What follows belongs to an exercise in optimizing a design on an open flow for small area, a short achievable clock period and few clock cycles per item; a production flow would make more cautious choices. RTL that was checked went through simulation tests only; none was proved equivalent to the original. Power and IR drop assume default switching activity.

v13:
==> flow/design.v <==
package sil_pkg;
	localparam int CAPACITY_DEF = 16;
	localparam int VALUE_W      = 32;
	localparam int POS_W        = 4;
endpackage
module sil_ctrl (
	input  logic        clk,
	input  logic        arst_n,
	input  logic        start,
	input  logic        lt_d,       
	output logic        pk_en,      
	output logic        xfer,       
	output logic        sel_k,      
	output logic        dload,      
	output logic [16:1] msel,       
	output logic        busy,
	output logic        strobe,
	output logic [3:0]  position,
	output logic        last,
	output logic        rejected
);
	logic [4:0]  n_q;        
	logic [3:0]  ph_q;       
	logic [3:0]  rem_q;      
	logic        z_q;        
	logic        act_q;      
	logic        grow_q;     
	logic        placed_q;   
	logic        selk_q;     
	logic        pv_q;       
	logic        npv_q;      
	logic        xfer_q;     
	logic        dload_q;    
	logic [16:1] msel_q;     
	logic        strobe_q;
	logic [3:0]  pos_q;
	logic        last_q;
	logic        rej_q;
	logic z;
	logic take;
	logic ptake;
	logic nstart;
	logic inc;
	logic n0, n1, n15, n16;
	assign z      = z_q;
	assign n0     = (n_q == 5'd0);
	assign n1     = (n_q == 5'd1);
	assign n15    = (n_q == 5'd15);
	assign n16    = n_q[4];
	assign take   = start && npv_q;
	assign ptake  = take;
	assign nstart = xfer_q;
	assign inc    = act_q && grow_q && z;
	logic [4:0] n_d;
	logic [3:0] rem_d;
	logic       z_d;
	logic       act_d;
	logic       grow_d;
	logic       placed_d;
	logic       pv_d;
	logic       dload_d;
	logic       inc2;
	assign n_d = n_q + {4'd0, inc};
	always_comb begin
		if (!z) begin
			rem_d = rem_q - 4'd1;
			z_d   = (rem_q == 4'd1);
		end else if (nstart) begin
			rem_d = (n16 || (n15 && inc)) ? 4'd15 : 4'(n_d);
			z_d   = dload_q;
		end else begin
			rem_d = (n0 || inc) ? n_q[3:0] : n_q[3:0] - 4'd1;
			z_d   = n0 || (n1 && !inc);
		end
	end
	assign act_d    = nstart || (act_q && !z);
	assign grow_d   = nstart ? !(n16 || (n15 && inc)) : grow_q;
	assign placed_d = !z && (placed_q || selk_q);
	assign pv_d     = (!npv_q && !xfer_q) || ptake;
	assign dload_d  = n0 && !inc && !act_d;
	assign inc2     = (act_q && grow_q && !z && (rem_q == 4'd2)) ||
	                  (xfer_q && ((n1 && !inc) || (n0 && inc)));
	always_ff @(posedge clk or negedge arst_n) begin
		if (!arst_n) begin
			n_q      <= '0;
			z_q      <= 1'b1;
			act_q    <= 1'b0;
			pv_q     <= 1'b0;
			npv_q    <= 1'b1;
			xfer_q   <= 1'b0;
			dload_q  <= 1'b1;
			strobe_q <= 1'b0;
		end else begin
			n_q      <= n_d;
			z_q      <= z_d;
			act_q    <= act_d;
			pv_q     <= pv_d;
			npv_q    <= !pv_d;
			xfer_q   <= z_d && pv_d;
			dload_q  <= dload_d;
			strobe_q <= act_q;
		end
	end
	always_ff @(posedge clk) begin
		rem_q    <= rem_d;
		selk_q   <= act_d && grow_d && (z_d || placed_d || lt_d);
		if (dload_d)   msel_q <= 16'd1;
		else if (inc2) msel_q <= {msel_q[15:1], 1'b0};
	end
	always_ff @(posedge clk) begin
		ph_q     <= z ? 4'd0 : ph_q + 4'd1;
		grow_q   <= grow_d;
		placed_q <= placed_d;
		pos_q    <= ph_q;
		last_q   <= z;
		rej_q    <= !grow_q;
	end
	assign pk_en    = npv_q;
	assign xfer     = xfer_q;
	assign sel_k    = selk_q;
	assign dload    = dload_q;
	assign msel     = msel_q;
	assign busy     = pv_q;
	assign strobe   = strobe_q;
	assign position = pos_q;
	assign last     = last_q;
	assign rejected = rej_q;
endmodule
module sil_datapath #(
	parameter int CAPACITY = sil_pkg::CAPACITY_DEF
) (
	input  logic                               clk,
	input  logic                               pk_en,
	input  logic                               xfer,
	input  logic                               sel_k,
	input  logic                               dload,
	input  logic [16:1]                        msel,
	input  logic signed [sil_pkg::VALUE_W-1:0] value,
	output logic                               lt_d,
	output logic signed [sil_pkg::VALUE_W-1:0] element
);
	localparam int W = sil_pkg::VALUE_W;
	function automatic logic less(input logic [W-1:0] a, input logic [W-1:0] b);
		logic [W-1:0] l, g;
		for (int i = 0; i < W; i++) begin
			if (i == W - 1) begin
				l[i] = a[i] & ~b[i];
				g[i] = ~a[i] & b[i];
			end else begin
				l[i] = ~a[i] & b[i];
				g[i] = a[i] & ~b[i];
			end
		end
		for (int s = 1; s < W; s = s * 2) begin
			for (int i = 0; i + s < W; i = i + 2 * s) begin
				l[i] = l[i+s] | (~g[i+s] & l[i]);
				g[i] = g[i+s] | (~l[i+s] & g[i]);
			end
		end
		less = l[0];
	endfunction
	logic signed [W-1:0] cells_q [CAPACITY];
	logic signed [W-1:0] k_q;      
	logic signed [W-1:0] pk_q;     
	logic signed [W-1:0] head_q;   
	logic signed [W-1:0] hn_q;     
	logic signed [W-1:0] out;
	logic signed [W-1:0] hn_d;
	assign out = sel_k ? k_q : head_q;
	always_comb begin
		hn_d = '0;
		if (msel[1] && dload) begin
			hn_d = pk_q;
		end else begin
			if (msel[1] || msel[2]) hn_d = out;
			for (int p = 2; p < CAPACITY; p++) begin
				if (msel[18-p]) hn_d = hn_d | cells_q[p];
			end
		end
	end
	logic lt_pk, lt_k;
	assign lt_pk = less(pk_q, hn_q);
	assign lt_k  = less(k_q, hn_q);
	assign lt_d  = xfer ? lt_pk : lt_k;
	always_ff @(posedge clk) begin
		for (int i = 0; i < CAPACITY - 1; i++) cells_q[i] <= cells_q[i+1];
		cells_q[CAPACITY-1] <= out;
		if (xfer)       k_q <= pk_q;
		else if (sel_k) k_q <= head_q;
		if (pk_en) pk_q <= value;
		head_q <= hn_q;
		hn_q   <= hn_d;
	end
	assign element = cells_q[CAPACITY-1];
endmodule
module sorted_insert_list #(
	parameter int CAPACITY = sil_pkg::CAPACITY_DEF
) (
	input  logic                              clk,
	input  logic                              arst_n,
	input  logic                              start,
	input  logic signed [sil_pkg::VALUE_W-1:0] value,
	output logic                              busy,
	output logic                              strobe,
	output logic signed [sil_pkg::VALUE_W-1:0] element,
	output logic [sil_pkg::POS_W-1:0]         position,
	output logic                              last,
	output logic                              rejected
);
	logic       lt_d;
	logic       pk_en;
	logic       xfer;
	logic       sel_k;
	logic       dload;
	logic [16:1] msel;
	sil_ctrl u_ctrl (
		.clk      (clk),
		.arst_n   (arst_n),
		.start    (start),
		.lt_d     (lt_d),
		.pk_en    (pk_en),
		.xfer     (xfer),
		.sel_k    (sel_k),
		.dload    (dload),
		.msel     (msel),
		.busy     (busy),
		.strobe   (strobe),
		.position (position),
		.last     (last),
		.rejected (rejected)
	);
	sil_datapath #(
		.CAPACITY (CAPACITY)
	) u_datapath (
		.clk     (clk),
		.pk_en   (pk_en),
		.xfer    (xfer),
		.sel_k   (sel_k),
		.dload   (dload),
		.msel    (msel),
		.value   (value),
		.lt_d    (lt_d),
		.element (element)
	);
endmodule
clock: 5.5 ns
lec_check: 0
cap_margin: 20
core_margin: 2
core_utilization: 70
cts_cluster_diameter: 100
cts_cluster_size: 25
setup_slack_margin: 3.3
slew_margin: 20
run.sh (not shown) runs the stock make flow with config.mk's settings and CLKGATE_MAP_FILE= SYNTH_SCRIPT=/design/flow/synth_recipe.tcl, a recipe that flattens the netlist after the stock synthesis.
Both conditions hold for v13: the flow ran to the end and the final layout passed the timing, DRC and antenna checks.
Relative to v13, the following input files were edited for v23:
Settings: SETUP_SLACK_MARGIN: 3.3 -> 3.5; CORE_UTILIZATION: 70 -> 60.
### Flow results
Across both runs, minimum clock period was lower for v23 than for v13. First-pass iteration count of the detailed router was higher in the run labelled v23. A startpoint of the most critical setup path of u_datapath.k_q[4]$_DFFE_PP_ is what v23 shows, while u_datapath.pk_q[4]$_DFFE_PP_ belongs to v13. Looking at worst slack on hold paths, v23 sits 0.013 ns higher than v13 does. Going from v13 to v23, post-cts repair resize count saw an increase; growth of design area from synthesis to finish saw an increase; sequential share of cell area saw a decrease. Taking v13 as the reference, in v23 final routed wire length divided by cell count increased 2.3%, count of flip-flops with a built-in enable after synthesis essentially unchanged, pre-CTS worst setup slack increased 0.033 ns.
Inputs modified between v23 and v45:
Settings: swapping 3.5 for 3.6 in SETUP_SLACK_MARGIN; swapping 60 for 55 in CORE_UTILIZATION.
Results
Delta (v45 minus v23): sequential power dropped about 0.8%; met3 track demand over resource climbed 0.41 points; final period demand of the worst path climbed 0.023 ns; per-cell via count in the routed design dropped 0.25. Against v23, number of rows in the core area in v45 rose by a few percent. Power: v45 draws more than v23. Taking v23 as the reference, in v45 pre-CTS setup slack moved down; cell count +55.
> inputs changed (v45 -> v36)
Settings: SETUP_SLACK_MARGIN now 3.3, was 3.6; CORE_UTILIZATION now 60, was 55.
## What came out
v45 and v36 ended up with nearly the same placement-stage cell area. Comparing v45 and v36, total power is lower on v36. From v45 to v36 the numbers moved as follows: area fraction of clock buffers and clock inverters essentially unchanged; sequential fraction of total cell area has increased. v36 ends up with higher number of vias after detailed routing than v45 does. v36 was carried through to the last stage, and its layout satisfied the timing, DRC and antenna checks.
Changes in v30 relative to v36:
Settings: SETUP_SLACK_MARGIN: 3.3 -> 3.4.
Findings:
v30 was carried through to the last stage, and its layout satisfied the timing, DRC and antenna checks.
From v36 to v30 the numbers moved as follows: maximum vdd ir drop shows a reduction of about 20%; overall power consumption shows an increase of 1.0%; global-route met3 utilization shows an increase of 1.2 points; hold slack shows an increase of 0.023 ns.
Last weighted congestion value of the routability-driven placer down 0.0042 in v30 wrt v36
Final cycle utilization of the critical path in v30 is 0.17 points below v36.
The number of placed instances, taps included on v30 is in line with that on v36.
Detailed-route vias per instance up about 0.8% in v30 wrt v36
Summary of v30 over v36: routed wire length +5.7%, design area +0.43%.
No run of this note included a check of the RTL's function; only the layout flow was run.


Another version of the RTL of sorted_insert_list (not shown whole).
Size in the first run: about 1,500 cells after synthesis, ~620 flip-flops, roughly 75 I/O pins, about 19,000 µm² of cells after synthesis.
==> flow/config.mk <==
export PLATFORM = sky130hd
export DESIGN_NAME = sorted_insert_list
export DESIGN_NICKNAME = sorted_insert_list
export VERILOG_FILES = /design/flow/design.v
export SDC_FILE = /design/flow/constraint.sdc
export NUM_CORES = 4
export LEC_CHECK = 0
export CAP_MARGIN = 20
export CORE_MARGIN = 2
export CORE_UTILIZATION = 72
export CTS_CLUSTER_DIAMETER = 100
export CTS_CLUSTER_SIZE = 25
export SETUP_SLACK_MARGIN = 3.3
export SLEW_MARGIN = 20
==> flow/constraint.sdc <==
create_clock -name core_clock -period 5.5 [get_ports {clk}]
set_input_delay 1.1000 -clock core_clock [delete_from_list [all_inputs] [get_ports {clk}]]
set_output_delay 1.1000 -clock core_clock [all_outputs]
set_load 0.01 [all_outputs]
The baseline produced a clean layout.
Testbench counts at the start, summed over its fixed seeds: cycles 24,799, items 2,755.
Rerun with:
- CORE_UTILIZATION: 72 -> 60
Result: Cell area is higher slightly; non-clock buffer count is higher by 6; total power is about the same; maximum frequency is higher by a few percent; clock-buffer cell count is lower by 4; global-route usage is lower by 4.2 points; cell count is higher by a few percent; setup slack improves by 0.11 ns; first-iteration DRC count is lower by a quarter to a third; synthesized cell count does not change; routed wire length is higher slightly.


== run D ==
Another version of the RTL of sorted_insert_list (not shown whole).
Size in the first run: about 1500 cells after synthesis, about 620 flip-flops, roughly 75 I/O pins, ~0.019 mm² of cells after synthesis.
Settings: LEC_CHECK=0, CAP_MARGIN=20, CORE_MARGIN=2, CORE_UTILIZATION=65, CTS_CLUSTER_DIAMETER=100, CTS_CLUSTER_SIZE=25, SETUP_SLACK_MARGIN=3.3, SLEW_MARGIN=20; clock period 5.5 ns.
Run D completed; timing, DRC and antenna clean
Testbench counts of run D, summed over its fixed seeds: cycles 24,991, items 2,755.
Relative to run D, the following input files were edited for run B:
Settings: a change of CORE_UTILIZATION from 65 to 60.
==> summary.txt <==
Compared with run D, in run B design area flat; routed length on met1 up 6.0%; maximum frequency up 5.8%.


Another version of the RTL of sorted_insert_list (not shown whole).
Size in the first run: about 2,000 cells after synthesis, ~0.020 sq mm of cells after synthesis.
## sorted_insert_list
module sorted_insert_list #(
	parameter int CAPACITY = sil_pkg::CAPACITY_DEF
) (
	input  logic                              clk,
	input  logic                              arst_n,
	input  logic                              start,
	input  logic signed [sil_pkg::VALUE_W-1:0] value,
	output logic                              busy,
	output logic                              strobe,
	output logic signed [sil_pkg::VALUE_W-1:0] element,
	output logic [sil_pkg::POS_W-1:0]         position,
	output logic                              last,
	output logic                              rejected
);
Settings: LEC_CHECK=0, ABC_AREA=1, CAP_MARGIN=20, CORE_MARGIN=2, CORE_UTILIZATION=60, CTS_CLUSTER_DIAMETER=100, CTS_CLUSTER_SIZE=25, SETUP_SLACK_MARGIN=3.3, SLEW_MARGIN=20; clock period 5.5 ns.
The starting point went through all stages and came out clean.
Testbench counts at the start, summed over its fixed seeds: cycles 24,799, items 2,755.
==> next run, changes <==
ABC_AREA = default   (was 1)
SETUP_SLACK_MARGIN = 3.5   (was 3.3)
=> The changed run went through all stages and came out clean; non-clock buffer count climbs by 15; core utilization came out higher by 1.8 points; worst setup slack gets better by 0.012 ns; die area went down slightly; clock-buffer cell count increases by 1; register-to-register slack improved by 0.06 ns; wire length went down slightly; flip-flop and latch count is unchanged.
==> next run, changes <==
SETUP_SLACK_MARGIN = 3.3   (was 3.5)
- cell count does not change
- via count went up slightly
- total power barely changes
- routed wire length went up by a few percent
- setup slack gets worse by 0.015 ns
- fmax went down slightly
- global-route usage went up by 1.1 points
- count of clock-buffer cells in the layout went down by 1
- sequential power went up slightly
- flip-flop and latch count does not change


## job 5817
Another version of the RTL of sorted_insert_list (not shown whole).
Size: roughly 1400 cells after synthesis, roughly 570 flip-flops, ~75 I/O pins, ~0.017 mm² of cells after synthesis.
==> flow/design.v (excerpt) <==
module sorted_insert_list #(
	parameter int CAPACITY = sil_pkg::CAPACITY_DEF
) (
	input  logic                              clk,
	input  logic                              arst_n,
	input  logic                              start,
	input  logic signed [sil_pkg::VALUE_W-1:0] value,
	output logic                              busy,
	output logic                              strobe,
	output logic signed [sil_pkg::VALUE_W-1:0] element,
	output logic [sil_pkg::POS_W-1:0]         position,
	output logic                              last,
	output logic                              rejected
);
Settings: LEC_CHECK=0, ABC_CLOCK_PERIOD_IN_PS=1000, CAP_MARGIN=20, CORE_MARGIN=2, CORE_UTILIZATION=60, SETUP_SLACK_MARGIN=3.5, SLEW_MARGIN=20; clock period 5.5 ns.
Setup changes, job 5817 to job 1314
# job 5817
export LEC_CHECK = 0
export ABC_CLOCK_PERIOD_IN_PS = 1000
export CAP_MARGIN = 20
export CORE_MARGIN = 2
export CORE_UTILIZATION = 60
export SETUP_SLACK_MARGIN = 3.5
export SLEW_MARGIN = 20
create_clock -name core_clock -period 5.5 [get_ports {clk}]
# job 1314
export LEC_CHECK = 0
export CAP_MARGIN = 20
export CORE_MARGIN = 2
export CORE_UTILIZATION = 60
export CTS_BUF_LIST = sky130_fd_sc_hd__clkbuf_4 sky130_fd_sc_hd__clkbuf_8
export CTS_CLUSTER_SIZE = 30
export SETUP_SLACK_MARGIN = 2.5
export SLEW_MARGIN = 20
create_clock -name core_clock -period 5.5 [get_ports {clk}]
Results
- [compare] base=job 5817 new=job 1314: combinational share of power down 9.1 points, layout clock buffer count went up, post-layout minimum cycle time shows a reduction of 0.0078 ns.
- Count of multi-input gates: job 1314 and job 5817 compared, lower one is job 1314
- Summary — fraction of standard cell area in multi-input logic, job 1314 relative to job 5817: lower, by 2.1 points.
For job 8661, these inputs were changed with respect to job 1314:
# job 1314
export LEC_CHECK = 0
export CAP_MARGIN = 20
export CORE_MARGIN = 2
export CORE_UTILIZATION = 60
export CTS_BUF_LIST = sky130_fd_sc_hd__clkbuf_4 sky130_fd_sc_hd__clkbuf_8
export CTS_CLUSTER_SIZE = 30
export SETUP_SLACK_MARGIN = 2.5
export SLEW_MARGIN = 20
create_clock -name core_clock -period 5.5 [get_ports {clk}]
# job 8661
export LEC_CHECK = 0
export CAP_MARGIN = 20
export CORE_MARGIN = 2
export CORE_UTILIZATION = 60
export SETUP_SLACK_MARGIN = 2.5
export SLEW_MARGIN = 20
create_clock -name core_clock -period 5.5 [get_ports {clk}]
==> summary.txt <==
As far as number of I/O port buffers goes, job 1314 and job 8661 are indistinguishable; the numbers are identical.
Compared with job 1314, job 8661 shows total design power that has gone up slightly.
Looking only at total vias in the final route, and setting everything else aside, the higher value of job 8661 and job 1314 goes to job 1314.
Of job 8661 and job 1314, it is job 8661 that has the lower minimum setup slack in the final design.
Function was not checked in any run of this note: the RTL went through the layout flow alone.

[static timing again, ports no longer ideal]
The flow's constraints put no driver on any port. The routed layouts listed below were extracted and timed again, unchanged, in two steps. Step 1 sets driving cells, clkbuf_16 on the clock port and buf_2 on the other inputs (assumed; they add their load-dependent delay and slew). Step 2 adds t to the input delays and takes it off the output delays; t is the mean of the earliest and latest rising clock arrival at the registers after step 1. Input paths then give back, and output paths get back, about the clock's delay inside the block. a / b / c = ideal / step 1 / step 2; a / b = the first two.
run | t, ns | setup slack, ns | hold slack, ns | latest minus earliest clock arrival (ns)
v13 | 0.639 | 3.054 / 3.054 / 3.054 | 0.339 / 0.339 / 0.339 | 0.022 / 0.022
v23 | 0.633 | 3.164 / 3.164 / 3.164 | 0.351 / 0.351 / 0.351 | 0.017 / 0.017
v45 | 0.632 | 3.140 / 3.140 / 3.140 | 0.346 / 0.346 / 0.346 | 0.018 / 0.018
v36 | 0.645 | 3.153 / 3.100 / 3.163 | 0.326 / 0.326 / 0.326 | 0.035 / 0.035
v30 | 0.632 | 3.162 / 3.162 / 3.162 | 0.349 / 0.349 / 0.349 | 0.016 / 0.016
the first run of note 2 | 0.627 | 3.147 / 3.147 / 2.950 | 0.352 / 0.352 / 0.352 | 0.023 / 0.024
the second run of note 2 | 0.647 | 3.260 / 3.225 / 2.912 | 0.344 / 0.344 / 0.344 | 0.019 / 0.019
run D | 0.623 | 3.188 / 3.138 / 3.294 | 0.344 / 0.344 / 0.344 | 0.019 / 0.019
run B | 0.631 | 3.315 / 3.260 / 3.363 | 0.350 / 0.350 / 0.350 | 0.020 / 0.020
the first run of note 4 | 0.625 | 3.298 / 3.266 / 2.888 | 0.351 / 0.351 / 0.351 | 0.018 / 0.018
the second run of note 4 | 0.629 | 3.310 / 3.257 / 2.897 | 0.348 / 0.348 / 0.348 | 0.027 / 0.026
the third run of note 4 | 0.639 | 3.295 / 3.241 / 2.786 | 0.332 / 0.332 / 0.332 | 0.037 / 0.036
job 5817 | 0.631 | 2.519 / 2.519 / 2.519 | 0.333 / 0.333 / 0.333 | 0.025 / 0.025
job 1314 | 0.653 | 2.527 / 2.527 / 2.527 | 0.328 / 0.328 / 0.328 | 0.039 / 0.040
job 8661 | 0.619 | 2.521 / 2.521 / 2.521 | 0.333 / 0.333 / 0.333 | 0.021 / 0.021
After both steps every run listed still meets setup and hold. The setup slack of the third run of note 4, which loses most, moves by -0.054 ns with the drivers and by -0.509 ns with both steps.
